Source: an optimization exercise on an open RTL-to-GDS flow (aim: small area and few clock cycles per item). Production flows keep margins and buffers that such runs may drop. The RTL was checked by simulation tests, not by an equivalence proof against the original design.

Setup of JK:
==> module positional_list_engine, before the edit <==
module positional_list_engine #(
  parameter int CAPACITY   = 16,
  parameter int DATA_WIDTH = 32
) (
  input  logic                            clk,
  input  logic                            rst_n,
  input  logic                            in_tvalid,
  output logic                            in_tready,
  input  logic [ple_pkg::IN_DATA_W-1:0]   in_tdata,
  output logic                            out_tvalid,
  input  logic                            out_tready,
  output logic [ple_pkg::OUT_DATA_W-1:0]  out_tdata
);
  logic [2:0]            in_op;
  logic [DATA_WIDTH-1:0] key_word;
  logic [7:0]            in_pos;
  assign in_op    = in_tdata[2:0];
  assign key_word = in_tdata[34:3];
  assign in_pos   = in_tdata[42:35];
  logic in_acc;
  logic out_valid_r;
  assign in_tready = !out_valid_r || out_tready;
  assign in_acc    = in_tvalid && in_tready;
  logic [4:0] count_r;
  logic [3:0] head_r;
  logic       full;
  logic       empty;
  assign full  = count_r[4];
  assign empty = (count_r == 5'd0);
  logic [2:0] dec_status;
  logic       dec_ins;
  logic       dec_del;
  logic       dec_search;
  always_comb begin
    dec_status = ple_pkg::ST_OK;
    dec_ins    = 1'b0;
    dec_del    = 1'b0;
    dec_search = 1'b0;
    case (in_op)
      ple_pkg::OP_INS_FIRST: begin
        if (full) dec_status = ple_pkg::ST_FULL;
        else      dec_ins    = 1'b1;
      end
      ple_pkg::OP_INS_LAST: begin
        if (full) dec_status = ple_pkg::ST_FULL;
        else      dec_ins    = 1'b1;
      end
      ple_pkg::OP_INS_AT: begin
        if (in_pos[7])                    dec_status = ple_pkg::ST_BADPOS;
        else if (in_pos > {3'd0, count_r}) dec_status = ple_pkg::ST_BEYOND;
        else if (full)                    dec_status = ple_pkg::ST_FULL;
        else                              dec_ins    = 1'b1;
      end
      ple_pkg::OP_DEL_FIRST: begin
        if (empty) dec_status = ple_pkg::ST_EMPTY;
        else       dec_del    = 1'b1;
      end
      ple_pkg::OP_DEL_LAST: begin
        if (empty) dec_status = ple_pkg::ST_EMPTY;
        else       dec_del    = 1'b1;
      end
      ple_pkg::OP_DEL_AT: begin
        if (in_pos[7])                         dec_status = ple_pkg::ST_BADPOS;
        else if (in_pos == 8'd0 && empty)      dec_status = ple_pkg::ST_EMPTY;
        else if (in_pos >= {3'd0, count_r})    dec_status = ple_pkg::ST_BEYOND;
        else                                   dec_del    = 1'b1;
      end
      ple_pkg::OP_SEARCH: begin
        dec_search = 1'b1;
      end
      default: begin
      end
    endcase
  end
  logic [3:0] p_eff;
  logic [3:0] cnt_m1;
  assign cnt_m1 = count_r[3:0] - 4'd1;    
  always_comb begin
    case (in_op)
      ple_pkg::OP_INS_LAST: p_eff = count_r[3:0];
      ple_pkg::OP_DEL_LAST: p_eff = cnt_m1;
      ple_pkg::OP_INS_AT,
      ple_pkg::OP_DEL_AT:   p_eff = in_pos[3:0];
      default:              p_eff = 4'd0;
    endcase
  end
  function automatic logic gt4(input logic [3:0] a, input logic [3:0] b);
    logic g;
    g = 1'b0;
    for (int i = 0; i < 4; i++) begin
      g = (a[i] && !b[i]) || ((a[i] || !b[i]) && g);
    end
    gt4 = g;
  endfunction
  logic [CAPACITY-1:0] gt;         
  logic [CAPACITY-1:0] below;      
  logic [CAPACITY-1:0] at_hm1;     
  always_comb begin
    for (int a = 0; a < CAPACITY; a++) begin
      logic [3:0] rel;
      rel = 4'd0;
      for (int h = 0; h < CAPACITY; h++) begin
        if (head_r == 4'(h)) rel = 4'((a - h) & 15);
      end
      gt[a]        = gt4(p_eff, rel);
      at_hm1[a]    = (rel == 4'd15);
    end
    for (int a = 0; a < CAPACITY; a++) begin
      below[a] = cell_live[(a + 1) % CAPACITY] && !at_hm1[a];
    end
  end
  logic [CAPACITY-1:0] cell_shift;
  logic [CAPACITY-1:0] cell_load;
  logic                do_ins;
  logic                do_del;
  assign do_ins = in_acc && dec_ins;
  assign do_del = in_acc && dec_del;
  always_comb begin
    for (int a = 0; a < CAPACITY; a++) begin
      logic gt_up;
      gt_up         = gt[(a + 1) % CAPACITY];
      cell_shift[a] = (do_ins && gt_up) || (do_del && !gt[a] && below[a]);
      cell_load[a]  = do_ins && !gt_up && (gt[a] || at_hm1[a]);
    end
  end
  logic [DATA_WIDTH-1:0] cell_data [CAPACITY];
  logic [CAPACITY-1:0]   cell_match;
  for (genvar g = 0; g < CAPACITY; g++) begin : g_cell
    ple_cell #(
      .DATA_WIDTH (DATA_WIDTH)
    ) u_cell (
      .clk      (clk),
      .shift    (cell_shift[g]),
      .load     (cell_load[g]),
      .key_word (key_word),
      .up_data  (cell_data[(g + 1) % CAPACITY]),
      .data     (cell_data[g]),
      .match    (cell_match[g])
    );
  end
  logic [4:0] count_nxt;
  always_comb begin
    count_nxt = count_r;
    if (in_acc && dec_ins)      count_nxt = count_r + 5'd1;
    else if (in_acc && dec_del) count_nxt = count_r - 5'd1;
  end
  always_ff @(posedge clk) begin
    if (!rst_n) begin
      count_r <= 5'd0;
      head_r  <= 4'd0;
    end else begin
      count_r <= count_nxt;
      if (do_ins) head_r <= head_r - 4'd1;
    end
  end
  logic [CAPACITY-1:0] cell_live;
  logic [CAPACITY-1:0] live_nxt;
  always_comb begin
    for (int a = 0; a < CAPACITY; a++) begin
      logic tail;
      tail        = cell_live[a] && (!cell_live[(a + 1) % CAPACITY] || at_hm1[a]);
      live_nxt[a] = do_ins ? (cell_live[a] || at_hm1[a])
                  : do_del ? (cell_live[a] && !tail)
                  : cell_live[a];
    end
  end
  always_ff @(posedge clk) begin
    if (!rst_n) cell_live <= '0;
    else        cell_live <= live_nxt;
  end
  logic [CAPACITY-1:0] match_live;
  logic [CAPACITY-1:0] match_rot;
  always_comb begin
    match_live = cell_match & cell_live;
    match_rot  = {match_live, match_live} >> head_r;
  end
  logic [2:0]          res_status_r;
  logic [CAPACITY-1:0] res_match_r;
  always_ff @(posedge clk) begin
    if (!rst_n) begin
      out_valid_r <= 1'b0;
    end else if (in_tready) begin
      out_valid_r <= in_tvalid;
    end
  end
  always_ff @(posedge clk) begin
    if (in_acc) begin
      res_status_r <= dec_search ? ple_pkg::ST_NOTFOUND : dec_status;
      res_match_r  <= match_rot;
    end
  end
  logic       hit;
  logic [3:0] hit_idx;
  logic [2:0] out_status;
  logic [3:0] out_found;
  always_comb begin
    hit_idx = 4'd0;
    for (int j = CAPACITY - 1; j >= 0; j--) begin
      if (res_match_r[j]) hit_idx = 4'(j);
    end
    hit        = (res_status_r == ple_pkg::ST_NOTFOUND) && (|res_match_r);
    out_status = hit ? ple_pkg::ST_OK : res_status_r;
    out_found  = hit ? hit_idx : 4'd0;
  end
  assign out_tvalid = out_valid_r;
  assign out_tdata  = {4'd0, count_r, out_found, out_status};
endmodule
make LEC_CHECK=0 CAP_MARGIN=0 CORE_MARGIN=2 CORE_UTILIZATION=40 CTS_BUF_LIST=sky130_fd_sc_hd__clkbuf_8 CTS_CLUSTER_DIAMETER=50 CTS_CLUSTER_SIZE=20 GPL_TIMING_DRIVEN=0 SLEW_MARGIN=0 SYNTH_HIERARCHICAL=1 finish   # period 3.8 ns
run.sh (not shown) runs the stock make flow with config.mk's settings and CLKGATE_MAP_FILE= SYNTH_SCRIPT=/design/flow/synth_recipe.tcl, a recipe that flattens the netlist after the stock synthesis.
Testbench counts of JK, summed over its fixed seeds: cycles 12,008, items 12,000.
Inputs modified between JK and MS:
--- a/flow/design.v
+++ b/flow/design.v
@@ -137,19 +137,21 @@
     end
     gt4 = g;
   endfunction
   logic [CAPACITY-1:0] gt;         
   logic [CAPACITY-1:0] below;      
+  logic [CAPACITY-1:0] cell_live;  
   logic [CAPACITY-1:0] at_hm1;     
   always_comb begin
     for (int a = 0; a < CAPACITY; a++) begin
       logic [3:0] rel;
       rel = 4'd0;
       for (int h = 0; h < CAPACITY; h++) begin
         if (head_r == 4'(h)) rel = 4'((a - h) & 15);
       end
       gt[a]        = gt4(p_eff, rel);
+      cell_live[a] = count_r[4] || gt4(count_r[3:0], rel);
       at_hm1[a]    = (rel == 4'd15);
     end
     for (int a = 0; a < CAPACITY; a++) begin
       below[a] = cell_live[(a + 1) % CAPACITY] && !at_hm1[a];
     end
@@ -196,25 +198,10 @@
     end else begin
       count_r <= count_nxt;
       if (do_ins) head_r <= head_r - 4'd1;
     end
   end
-  logic [CAPACITY-1:0] cell_live;
-  logic [CAPACITY-1:0] live_nxt;
-  always_comb begin
-    for (int a = 0; a < CAPACITY; a++) begin
-      logic tail;
-      tail        = cell_live[a] && (!cell_live[(a + 1) % CAPACITY] || at_hm1[a]);
-      live_nxt[a] = do_ins ? (cell_live[a] || at_hm1[a])
-                  : do_del ? (cell_live[a] && !tail)
-                  : cell_live[a];
-    end
-  end
-  always_ff @(posedge clk) begin
-    if (!rst_n) cell_live <= '0;
-    else        cell_live <= live_nxt;
-  end
   logic [CAPACITY-1:0] match_live;
   logic [CAPACITY-1:0] match_rot;
   always_comb begin
     match_live = cell_match & cell_live;
     match_rot  = {match_live, match_live} >> head_r;
Findings:
In MS the relative slew slack turned out 13 points lower than in JK.
Changes observed in MS relative to JK: number of vias in the routed layout picked up an extra 4.9%, worst setup slack lost 0.012 ns.
Relative to JK, the final cell area reported for MS is higher.
Looking at number of nets at the end of the flow, MS sits 128 above JK.
Shortest clock period the worst path allows after layout (higher): MS
Comparing MS with JK, the clock skew came out essentially unchanged.
MS: worst hold slack lower than JK
Global routing usage on met2 ends up higher on MS.
Run comparison: MS last element of the critical path g_cell[5].u_cell.data_r[13]$_DFF_P_; JK last element of the critical path count_r[4]$_SDFFE_PN0P_
Taking JK as the reference, in MS count of plain and timing-repair buffers picked up an extra about 16%; transition time of the tightest slew-check pin picked up an extra 0.20 ns.
Testbench counts of MS, summed over its fixed seeds: cycles 12,008, items 12,000.

## afterwards: timing with drivers on the ports
The results above use ideal ports. As a check the final layouts listed here were re-extracted and re-timed, cells and wires unchanged.
Step 1 (the two cells are an assumption about what drives the block):
set clk [get_ports {clk}]
set_driving_cell -lib_cell sky130_fd_sc_hd__clkbuf_16 $clk
set_driving_cell -lib_cell sky130_fd_sc_hd__buf_2 [delete_from_list [all_inputs] $clk]
Step 2 moves the port delays by t, midway between the first and last clock arrival at a register: inputs arrive t later, outputs are due t later. That takes back most of the time a late clock gives input paths.
Slacks: ideal / step 1 / step 2; pairs: ideal / step 1.
| run | shift t [ns] | setup WS [ns] | hold slack, ns |
|---|---|---|---|
| JK | 0.752 | 0.121 / 0.121 / -0.562 | 0.465 / 0.465 / 0.465 |
| MS | 0.774 | 0.109 / 0.109 / -0.627 | 0.455 / 0.455 / 0.455 |
Met with ideal ports but missed after step 2: setup timing in JK and MS. The setup slack of MS, which loses most, moves by 0.000 ns with the drivers and by -0.736 ns with both steps.
